This design comes from an exercise in tuning for small area, a short achievable clock period and few clock cycles on the open sky130 flow, not from production work.
Function not checked in this run: the RTL went through the layout flow alone.
Power is estimated from default activity; no workload was simulated.

==> design.v <==
`default_nettype none
package ss_pkg;
	localparam int WAYS  = 3;   
	localparam int XLEN  = 16;
	localparam int PC_W  = 8;   
	localparam int REG_W = 3;
	localparam logic [3:0] OP_NOP  = 4'h0;
	localparam logic [3:0] OP_ADD  = 4'h1;
	localparam logic [3:0] OP_SUB  = 4'h2;
	localparam logic [3:0] OP_ADDI = 4'h3;
	localparam logic [3:0] OP_BNZ  = 4'h4;   
	localparam logic [3:0] OP_HALT = 4'h5;
endpackage
`default_nettype wire
`timescale 1ns/1ps
`default_nettype none
module reg_file (
	input  logic        clock,
	input  logic        reset,
	input  logic        wr_en,
	input  logic [2:0]  wr_rd,
	input  logic [15:0] wr_data,
	input  logic        wr_zero,
	input  logic [2:0]  rs1,
	input  logic [2:0]  rs2,
	output logic [15:0] rd1,
	output logic [15:0] rd2,
	output logic [7:0]  nz
);
	logic [16*8-1:0] regs;
	assign regs[15:0] = '0;
	always_ff @(posedge clock) begin
		for (int r = 1; r < 8; r++) begin
			if (!reset)
				regs[16*r +: 16] <= '0;
			else if (wr_en && wr_rd == 3'(r))
				regs[16*r +: 16] <= wr_data;
		end
	end
	assign rd1 = regs[16*rs1 +: 16];
	assign rd2 = regs[16*rs2 +: 16];
	assign nz[0] = 1'b0;
	always_ff @(posedge clock) begin
		for (int r = 1; r < 8; r++) begin
			if (!reset)
				nz[r] <= 1'b0;
			else if (wr_en && wr_rd == 3'(r))
				nz[r] <= !wr_zero;
		end
	end
endmodule
`default_nettype wire
`timescale 1ns/1ps
`default_nettype none
module fetch_unit (
	input  logic        clock,
	input  logic        reset,
	output logic [7:0]  imem_addr,
	input  logic [47:0] instr,       
	output logic [2:0]  rs1,         
	output logic [2:0]  rs2,
	input  logic [15:0] rd1,
	input  logic [15:0] rd2,
	input  logic [7:0]  reg_nz,      
	input  logic        x_wr,        
	input  logic [2:0]  x_rd,
	input  logic [15:0] x_sum,
	input  logic        x_zero,      
	input  logic        x_miss,      
	input  logic [7:0]  x_alt,       
	output logic [2:0]  d_valid,
	output logic [7:0]  d_pc,
	output logic [8:0]  d_rd,
	output logic        d_alu,
	output logic        d_sub,
	output logic [2:0]  d_halt,
	output logic [15:0] d_a,
	output logic [15:0] d_b,
	output logic        d_pred       
);
	logic [7:0]  pc;
	logic        stopped;
	logic [8:0]  rd, rs1_w, rs2_w;
	logic [2:0]  is_alu, is_sub, is_addi, is_bnz, is_halt, wr, use1, use2;
	logic [47:0] imm;
	logic [23:0] target;
	logic [15:0] a, b;
	logic        fwd1, fwd2, pred;
	logic [2:0]  nz, taken, valid;
	assign imem_addr = pc;
	for (genvar w = 0; w < 3; w++) begin : g_dec
		decode_stage u_dec (
			.instr   (instr[16*w +: 16]),
			.rd      (rd[3*w +: 3]),
			.rs1     (rs1_w[3*w +: 3]),
			.rs2     (rs2_w[3*w +: 3]),
			.is_alu  (is_alu[w]),
			.is_sub  (is_sub[w]),
			.is_addi (is_addi[w]),
			.is_bnz  (is_bnz[w]),
			.is_halt (is_halt[w]),
			.wr      (wr[w]),
			.use1    (use1[w]),
			.use2    (use2[w]),
			.imm     (imm[16*w +: 16]),
			.target  (target[8*w +: 8])
		);
	end
	assign rs1  = rs1_w[2:0];
	assign rs2  = rs2_w[2:0];
	assign fwd1 = x_wr && x_rd == rs1;
	assign fwd2 = x_wr && x_rd == rs2;
	assign a    = fwd1 ? x_sum : rd1;
	assign b    = fwd2 ? x_sum : rd2;
	always_comb begin
		for (int w = 0; w < 3; w++)
			nz[w] = x_wr && x_rd == rs1_w[3*w +: 3] ? !x_zero : reg_nz[rs1_w[3*w +: 3]];
		pred     = is_bnz[1] && wr[0] && rd[2:0] == rs1_w[5:3];
		taken[0] = is_bnz[0] && nz[0];
		taken[1] = is_bnz[1] && (pred || nz[1]);
		taken[2] = is_bnz[2] && nz[2];
		valid[0] = !stopped;
		valid[1] = !stopped && !taken[0] && !is_halt[0] && !is_alu[1];
		valid[2] = valid[1] && !taken[1] && !is_halt[1] && !is_alu[2] &&
			!(is_bnz[2] && wr[0] && rd[2:0] == rs1_w[8:6]);
	end
	always_ff @(posedge clock) begin
		if (!reset) begin
			pc      <= '0;
			stopped <= 1'b0;
		end else if (x_miss) begin
			pc      <= x_alt;   
		end else if (!stopped) begin
			if (taken[0])
				pc <= target[7:0];
			else if (valid[1] && taken[1])
				pc <= target[15:8];
			else if (valid[2] && taken[2])
				pc <= target[23:16];
			else if (valid[2])
				pc <= pc + 8'd3;
			else if (valid[1])
				pc <= pc + 8'd2;
			else
				pc <= pc + 8'd1;
			stopped <= is_halt[0] || (valid[1] && is_halt[1]) || (valid[2] && is_halt[2]);
		end
	end
	always_ff @(posedge clock) begin
		d_valid <= valid;
		d_pc    <= pc;
		d_rd    <= rd;
		d_alu   <= is_alu[0];
		d_sub   <= is_sub[0];
		d_halt  <= is_halt;
		d_a     <= is_sub[0] ? ~a : a;
		d_b     <= is_addi[0] ? imm[15:0] : b;
		d_pred  <= valid[1] && pred;
		if (!reset || x_miss) begin
			d_valid <= '0;
			d_pred  <= 1'b0;
		end
	end
endmodule
`default_nettype wire
`timescale 1ns/1ps
`default_nettype none
module decode_stage (
	input  logic [15:0] instr,
	output logic [2:0]  rd,
	output logic [2:0]  rs1,
	output logic [2:0]  rs2,
	output logic        is_alu,    
	output logic        is_sub,
	output logic        is_addi,
	output logic        is_bnz,
	output logic        is_halt,
	output logic        wr,        
	output logic        use1,      
	output logic        use2,      
	output logic [15:0] imm,       
	output logic [7:0]  target     
);
	logic [3:0] op;
	assign op      = instr[15:12];
	assign rd      = instr[11:9];
	assign rs1     = instr[8:6];
	assign rs2     = instr[5:3];
	assign is_alu  = op == ss_pkg::OP_ADD || op == ss_pkg::OP_SUB || op == ss_pkg::OP_ADDI;
	assign is_sub  = op == ss_pkg::OP_SUB;
	assign is_addi = op == ss_pkg::OP_ADDI;
	assign is_bnz  = op == ss_pkg::OP_BNZ;
	assign is_halt = op == ss_pkg::OP_HALT;
	assign wr      = is_alu && rd != 3'd0;
	assign use1    = (is_alu || is_bnz) && rs1 != 3'd0;
	assign use2    = (op == ss_pkg::OP_ADD || op == ss_pkg::OP_SUB) && rs2 != 3'd0;
	assign imm     = {{10{instr[5]}}, instr[5:0]};
	assign target  = {2'b00, instr[5:0]};
endmodule
`default_nettype wire
`timescale 1ns/1ps
`default_nettype none
module exec_stage (
	input  logic        d_sub,
	input  logic [15:0] d_a,
	input  logic [15:0] d_b,
	output logic [15:0] sum,
	output logic        zero
);
	ks_add16 u_add (
		.a   (d_a),
		.b   (d_b),
		.inv (d_sub),
		.s   (sum)
	);
	assign zero = (d_a ^ d_b) == (d_sub ? 16'hffff : {d_a[14:0] | d_b[14:0], 1'b0});
endmodule
module ks_add16 (
	input  logic [15:0] a,
	input  logic [15:0] b,
	input  logic        inv,
	output logic [15:0] s
);
	logic [15:0] p, g;
	logic [15:0] gl [5];
	logic [15:0] pl [5];
	always_comb begin
		p = a ^ b;
		g = a & b;
		gl[0] = g;
		pl[0] = p;
		for (int l = 0; l < 4; l++) begin
			for (int i = 0; i < 16; i++) begin
				if (i >= (1 << l)) begin
					gl[l+1][i] = gl[l][i] | (pl[l][i] & gl[l][i - (1 << l)]);
					pl[l+1][i] = pl[l][i] & pl[l][i - (1 << l)];
				end else begin
					gl[l+1][i] = gl[l][i];
					pl[l+1][i] = pl[l][i];
				end
			end
		end
		s = (p ^ {16{inv}}) ^ {gl[4][14:0], 1'b0};
	end
endmodule
`default_nettype wire
`timescale 1ns/1ps
`default_nettype none
module ss_pipeline (
	input  logic         clock,
	input  logic         reset,
	output logic [7:0]   imem_addr,
	input  logic [47:0]  imem_data,
	output logic [2:0]   commit_valid,
	output logic [23:0]  commit_pc,
	output logic [2:0]   commit_wr_en,
	output logic [8:0]   commit_rd,
	output logic [47:0]  commit_data,
	output logic [2:0]   commit_stop,
	output logic         halted
);
	logic [2:0]  rs1, rs2;
	logic [15:0] rd1, rd2;
	logic [7:0]  reg_nz;
	logic [2:0]  d_valid, d_halt;
	logic        d_alu, d_sub, d_pred;
	logic [7:0]  d_pc;
	logic [8:0]  d_rd;
	logic [15:0] d_a, d_b;
	logic [15:0] sum;
	logic        zero;
	logic        x_wr, x_miss;
	logic [2:0]  c_valid, c_stop;
	logic        c_wr_en;
	logic [7:0]  c_pc;
	logic [8:0]  c_rd;
	logic [15:0] c_data;
	assign x_wr   = d_valid[0] && d_alu && d_rd[2:0] != 3'd0;
	assign x_miss = d_pred && zero;
	fetch_unit u_fetch (
		.clock     (clock),
		.reset     (reset),
		.imem_addr (imem_addr),
		.instr     (imem_data),
		.rs1       (rs1),
		.rs2       (rs2),
		.rd1       (rd1),
		.rd2       (rd2),
		.reg_nz    (reg_nz),
		.x_wr      (x_wr),
		.x_rd      (d_rd[2:0]),
		.x_sum     (sum),
		.x_zero    (zero),
		.x_miss    (x_miss),
		.x_alt     (d_pc + 8'd2),
		.d_valid   (d_valid),
		.d_pc      (d_pc),
		.d_rd      (d_rd),
		.d_alu     (d_alu),
		.d_sub     (d_sub),
		.d_halt    (d_halt),
		.d_a       (d_a),
		.d_b       (d_b),
		.d_pred    (d_pred)
	);
	reg_file u_reg_file (
		.clock   (clock),
		.reset   (reset),
		.wr_en   (x_wr),
		.wr_rd   (d_rd[2:0]),
		.wr_data (sum),
		.wr_zero (zero),
		.rs1     (rs1),
		.rs2     (rs2),
		.rd1     (rd1),
		.rd2     (rd2),
		.nz      (reg_nz)
	);
	exec_stage u_exec (
		.d_sub (d_sub),
		.d_a   (d_a),
		.d_b   (d_b),
		.sum   (sum),
		.zero  (zero)
	);
	always_ff @(posedge clock) begin
		c_valid <= d_valid;
		c_pc    <= d_pc;
		c_wr_en <= d_alu;
		c_rd    <= d_rd;
		c_data  <= d_alu ? sum : 16'd0;
		c_stop  <= d_halt;
		if (!reset)
			c_valid <= '0;
	end
	assign commit_valid = c_valid;
	assign commit_pc    = {c_pc + 8'd2, c_pc + 8'd1, c_pc};
	assign commit_wr_en = {2'b00, c_wr_en};
	assign commit_rd    = c_rd;
	assign commit_data  = {32'd0, c_data};
	assign commit_stop  = c_stop;
	always_ff @(posedge clock) begin
		if (!reset)
			halted <= 1'b0;
		else if (|(c_valid & c_stop))
			halted <= 1'b1;   
	end
endmodule
`default_nettype wire
==> flow/run.sh <==
#!/bin/bash
# The standard layout (standard synthesis, floorplan, placement, CTS,
# routing), except that the port buffers placed before global placement
# are sky130_fd_sc_hd__buf_2 rather than the flow's default choice (a
# clkdlybuf4s50 delay buffer), which is slow on the input and output
# paths. Make's full output goes to flow_make.log in this folder; ORFS
# keeps each step's log under orfs/logs.
set -euo pipefail
bash standard.sh "BUFFER_PORTS_ARGS=-buffer_cell sky130_fd_sc_hd__buf_2" finish > flow_make.log 2>&1
==> standard.sh <==
#!/bin/bash
# synth_recipe.tcl (not shown) runs the flow's synth.tcl, then flattens the netlist and writes it again
# the make line also repeats each setting of config.mk as NAME=value (left out here)
make -C /OpenROAD-flow-scripts/flow DESIGN_CONFIG=/design/flow/config.mk WORK_HOME=/design/flow/orfs CLKGATE_MAP_FILE= SYNTH_SCRIPT=/design/flow/synth_recipe.tcl "${@:-finish}"
==> config.mk <==
export PLATFORM = sky130hd
export DESIGN_NAME = ss_pipeline
export DESIGN_NICKNAME = ss_pipeline
export VERILOG_FILES = /design/flow/design.v
export SDC_FILE = /design/flow/constraint.sdc
export NUM_CORES = 4
export LEC_CHECK = 0
export CAP_MARGIN = 20
export CORE_MARGIN = 2
export CORE_UTILIZATION = 40
export SETUP_SLACK_MARGIN = 3
export SLEW_MARGIN = 20
==> constraint.sdc <==
create_clock -name core_clock -period 6.0 [get_ports {clock}]
set_input_delay 1.2000 -clock core_clock [delete_from_list [all_inputs] [get_ports {clock}]]
set_output_delay 1.2000 -clock core_clock [all_outputs]
set_load 0.01 [all_outputs]
==> flow_summary.html <==
<table>
<tr><th>Metric</th><th>Value</th></tr>
<tr><th colspan="2">Run status</th></tr>
<tr><td>Outcome</td><td>no timing/DRC/antenna violations</td></tr>
<tr><th colspan="2">Layout</th></tr>
<tr><td>Storage cell area</td><td>4566 µm²</td></tr>
<tr><td>Final std cell area, no fill</td><td>14550 µm²</td></tr>
<tr><td>Total area of multi-input combinational cells</td><td>7204 µm²</td></tr>
<tr><td>Fraction of layout instances using a drive strength above 1</td><td>27.95%</td></tr>
<tr><td>Area Overhead vs Synth</td><td>22.73%</td></tr>
<tr><td>Fill count</td><td>2724</td></tr>
<tr><td>Number of inserted diodes</td><td>0</td></tr>
<tr><td>Net count, final</td><td>1484</td></tr>
<tr><th colspan="2">Global route</th></tr>
<tr><td>Wire length of the first global-routing pass</td><td>53030 µm</td></tr>
<tr><td>Overflow after GRT</td><td>0</td></tr>
<tr><td>Antenna violations before repair</td><td>1</td></tr>
<tr><td>Pin count of the biggest net entering global routing</td><td>61</td></tr>
<tr><td>Vias in the first global route</td><td>9666</td></tr>
<tr><td>Global routing usage summed across all routing layers</td><td>21.10%</td></tr>
<tr><th colspan="2">Synthesis</th></tr>
<tr><td>Flops &amp; latches, synth</td><td>227</td></tr>
<tr><td>Portion of the post-synthesis area used by sequential elements</td><td>38.32%</td></tr>
<tr><td>Ranking of synthesized cells by instance count</td><td>sky130_fd_sc_hd__dfxtp_1 (227), sky130_fd_sc_hd__nor2_1 (172), sky130_fd_sc_hd__a211oi_1 (111)</td></tr>
<tr><td>Post-synth top flop</td><td>sky130_fd_sc_hd__dfxtp_1</td></tr>
<tr><td>Async set-reset flop share out of synthesis</td><td>0%</td></tr>
<tr><td>Dominant cell type by area after synthesis</td><td>sky130_fd_sc_hd__dfxtp_1</td></tr>
<tr><td>Post-synth EDFFs</td><td>0</td></tr>
<tr><td>Library cell with the highest instance count after synthesis</td><td>sky130_fd_sc_hd__dfxtp_1</td></tr>
<tr><td>Number of warnings issued by yosys</td><td>6</td></tr>
<tr><td>Netlist area before placement</td><td>11860 µm²</td></tr>
<tr><td>Number of distinct library cells after synthesis</td><td>73</td></tr>
<tr><td>Mean post-synth cell area</td><td>9.214 µm²</td></tr>
<tr><td>Leading cell types by total area after synthesis</td><td>sky130_fd_sc_hd__dfxtp_1 (38%), sky130_fd_sc_hd__a211oi_1 (7.0%), sky130_fd_sc_hd__mux4_2 (6.6%), sky130_fd_sc_hd__nor2_1 (5.4%), sky130_fd_sc_hd__ha_1 (3.9%)</td></tr>
<tr><td>Portion of synthesized cell area occupied by the leading cell type</td><td>38.32%</td></tr>
<tr><td>Gate count of the mapped netlist</td><td>1287</td></tr>
<tr><th colspan="2">Clock network</th></tr>
<tr><td>Clock tree from TritonCTS</td><td>built</td></tr>
<tr><td>Clock transition at the registers of the reported paths</td><td>60 ps</td></tr>
<tr><td>Maximum buffer depth of the clock tree</td><td>3</td></tr>
<tr><td># clock sinks</td><td>227</td></tr>
<tr><td>Source-to-sink clock delay at the later pin of the worst-skew pair</td><td>550 ps</td></tr>
<tr><td>H-tree depth</td><td>1</td></tr>
<tr><td>Root buffer selected by CTS</td><td>sky130_fd_sc_hd__clkbuf_16</td></tr>
<tr><td>Number of buffers created by CTS</td><td>26</td></tr>
<tr><th colspan="2">Setup path</th></tr>
<tr><td>Type of the worst setup path</td><td>in2reg</td></tr>
<tr><td>Critical path startpoint category</td><td>input pin</td></tr>
<tr><td>Worst-path maximum fanout</td><td>5</td></tr>
<tr><td>Critical Path RT</td><td>6430 ps</td></tr>
<tr><td>Worst setup EP type</td><td>flop</td></tr>
<tr><td>Worst EP arrival</td><td>3600 ps</td></tr>
<tr><th colspan="2">Timing</th></tr>
<tr><td>Min cycle time layout</td><td>3172 ps</td></tr>
<tr><td>FMAX</td><td>315.3 MHz</td></tr>
<tr><td>Setup TNS</td><td>0 ps</td></tr>
<tr><td>Post-route worst hold slack</td><td>323.0 ps</td></tr>
<tr><td>Hold violation total from the final report</td><td>0</td></tr>
<tr><td>Setup repair after global routing missed its margin</td><td>yes</td></tr>
<tr><td>Worst setup skew after layout</td><td>26.07 ps</td></tr>
<tr><td>Final setup violation count</td><td>0</td></tr>
<tr><td>Final clock period utilization by the worst path</td><td>52.87%</td></tr>
<tr><td>Number of slew-limit violations in the final report</td><td>0</td></tr>
<tr><td>Least-Margin Pin Slew</td><td>1124 ps</td></tr>
<tr><td>Relative slew slack</td><td>24.81%</td></tr>
<tr><th colspan="2">Detailed routing</th></tr>
<tr><td>Number of nets with antenna violations after detailed routing</td><td>0</td></tr>
<tr><td>Final routed wirelength across all metal layers</td><td>33140 µm</td></tr>
<tr><td>Detailed-route via count</td><td>9826</td></tr>
<tr><td>Iteration-0 DRC count of the detailed router</td><td>671</td></tr>
<tr><td>DRC violation count after routing</td><td>0</td></tr>
<tr><td>Detail-routed net length per standard cell</td><td>18.34 µm</td></tr>
<tr><td>Total iterations of the first detailed-routing run</td><td>5</td></tr>
<tr><td>Vias per std cell</td><td>5.438</td></tr>
<tr><th colspan="2">Hold path</th></tr>
<tr><td>Hold Crit Class</td><td>reg2reg</td></tr>
<tr><th colspan="2">Floorplan</th></tr>
<tr><td>Die Y-Extent</td><td>176.2 µm</td></tr>
<tr><td>Die area</td><td>31040 µm²</td></tr>
<tr><td>Floorplan core area</td><td>29400 µm²</td></tr>
<tr><td>I/O pin count</td><td>149</td></tr>
<tr><td>Row count</td><td>63</td></tr>
<tr><td>Initial Utilization</td><td>40.33%</td></tr>
<tr><td>Die outline width</td><td>176.2 µm</td></tr>
<tr><th colspan="2">Placement</th></tr>
<tr><td>Routability cong.</td><td>0.8440</td></tr>
<tr><td>HPWL after detailed placement</td><td>21650 µm</td></tr>
<tr><td>Dpl cell area</td><td>12680 µm²</td></tr>
<tr><td>Port-buffer cells</td><td>114</td></tr>
<tr><th colspan="2">Power</th></tr>
<tr><td>Max VDD drop</td><td>0.2125 mV</td></tr>
<tr><td>Areal power density over the cells</td><td>288.8 nW/µm²</td></tr>
<tr><td>Leakage power summed over all cells</td><td>5.566 nW</td></tr>
<tr><th colspan="2">Flow run</th></tr>
<tr><td>Total of max-cap violations</td><td>0</td></tr>
</table>
kinds of logic after synthesis:
group,share of synthesized area (%)
DFF,38.32
AOI/OAI and AO/OA,18.99
other,0.03162
xor gates and xnor gates,6.499
and+or+nand+nor,13.01
buffers and inverters,7.575
adders and majority gates,3.904
muxes,11.67
layout by cell type (no fill, tap or decap), types with 12 or more instances in the layout:
cell and count:
sky130_fd_sc_hd__a211oi_1 108, sky130_fd_sc_hd__a21oi_1 75, sky130_fd_sc_hd__a221oi_1 33, sky130_fd_sc_hd__buf_2 109, sky130_fd_sc_hd__buf_4 50, sky130_fd_sc_hd__clkbuf_16 26, sky130_fd_sc_hd__conb_1 34, sky130_fd_sc_hd__dfxtp_1 212
sky130_fd_sc_hd__dfxtp_2 14, sky130_fd_sc_hd__ha_1 21, sky130_fd_sc_hd__ha_4 12, sky130_fd_sc_hd__inv_1 74, sky130_fd_sc_hd__mux2_2 35, sky130_fd_sc_hd__mux2i_1 18, sky130_fd_sc_hd__mux4_2 35, sky130_fd_sc_hd__nand2_1 47
sky130_fd_sc_hd__nand3_1 15, sky130_fd_sc_hd__nor2_1 165, sky130_fd_sc_hd__nor3_1 15, sky130_fd_sc_hd__o21ai_0 29, sky130_fd_sc_hd__xnor2_1 32, sky130_fd_sc_hd__xor2_1 44
per-stage QoR:
| stage | utilization [%] | std cells | total power, W | setup WS, ps |
|---|---|---|---|---|
| after CTS | 48.28 | 1797 | 0.004166 | 2889 |
| after global placement | 43.14 | 1722 | 0.002421 | 1830 |
| after global routing | 49.50 | 1807 | 0.004373 | 2729 |
| after floorplan | - | 1320 | 0.002199 | 2413 |
| final | 49.50 | 1807 | 0.004203 | 2828 |
| after detailed placement | 43.14 | 1722 | 0.002420 | 1744 |
flip-flops by register name, summed over array words and instances (netlist names):
signal / count
u_fetch.d_pred: 1
u_fetch.d_pc: 8
u_fetch.d_a: 16
c_rd: 9
c_pc: 8
halted: 1
u_fetch.d_halt: 3
u_fetch.stopped: 1
c_stop: 3
u_fetch.d_alu: 1
u_fetch.pc: 8
c_data: 16
u_reg_file.regs: 112
u_reg_file.nz: 7
u_fetch.d_sub: 1
u_fetch.d_b: 16
c_valid: 3
u_fetch.d_valid: 3
c_wr_en: 1
u_fetch.d_rd: 9
final timing paths:
path	endpoint	cells past startpoint	startpoint	slack [ps]
max	u_fetch.pc[7]$_SDFFE_PN0P_	12	imem_data[6]	2830
min	c_rd[7]$_DFF_P_	0	u_fetch.d_rd[7]$_DFF_P_	320
max reg2reg	u_fetch.pc[4]$_SDFFE_PN0P_	12	u_fetch.d_a[8]$_DFF_P_	2890
min reg2reg	c_rd[7]$_DFF_P_	0	u_fetch.d_rd[7]$_DFF_P_	320
timing repair:
action                     4_1_cts  5_1_grt
pin swaps                       22       10
hold buffers                     0        0
setup endpoints to repair       68       40
gates resized for setup         65       55
cloned                           2        0
setup buffers                   25       10
layer usage:
| metal | share of wire, % | GRT usage, % |
|---|---|---|
| met5 | 0 | 0 |
| met4 | 2.6 | 6.302 |
| met3 | 6.2 | 3.381 |
| met2 | 46 | 34.61 |
| met1 | 45 | 28.67 |
layout make-up:
| class | count | area share, % |
|---|---|---|
| clock buffer | 35 | 5.046 |
| clock inverter | 13 | 1.100 |
| inverter | 75 | 1.943 |
| multi-input combinational | 897 | 49.50 |
| sequential | 227 | 31.37 |
| tap | 390 | 3.353 |
| timing repair buffer | 170 | 7.686 |
critical path, stage by stage:
cell                        delay, ps
sky130_fd_sc_hd__buf_12           110
sky130_fd_sc_hd__buf_12           120
sky130_fd_sc_hd__xor2_4           170
sky130_fd_sc_hd__nor4_4           210
sky130_fd_sc_hd__buf_4            180
sky130_fd_sc_hd__a211oi_4          60
sky130_fd_sc_hd__buf_4            170
sky130_fd_sc_hd__nor3_1           620
sky130_fd_sc_hd__nor3_2           160
sky130_fd_sc_hd__and3_4           230
sky130_fd_sc_hd__a2111oi_4        290
sky130_fd_sc_hd__nor3_2            70
power by group:
part | internal [W] | leakage (nW) | switching, W
clock network | 0.000990 | 0.439 | 0.000654
logic | 0.000362 | 3.27 | 0.000528
registers | 0.00159 | 1.86 | 0.0000834
total | 0.00294 | 5.57 | 0.00127

-- afterwards: timing with drivers on the ports --
How much do the figures lean on ideal ports? The routed layout below was timed once more, with nothing changed but the port constraints.
Step 1: set_driving_cell puts a clkbuf_16 on clock and a buf_2 on each other input, an assumption about the parent block.
Step 2 times the ports against the registers' clock, not the clock port: input delays grow and output delays shrink by t, the midpoint of the rising clock arrivals with the driver on.
a / b / c = no drivers / after step 1 / after step 2; a / b = the first two.
t (ns): 0.587
slack for setup (ns): 2.828 / 2.825 / 2.238
clock arrival spread, ns: 0.026 / 0.026
After both steps this run still meets setup and hold. The setup slack of this run moves by -0.003 ns with the drivers and by -0.590 ns with both steps.
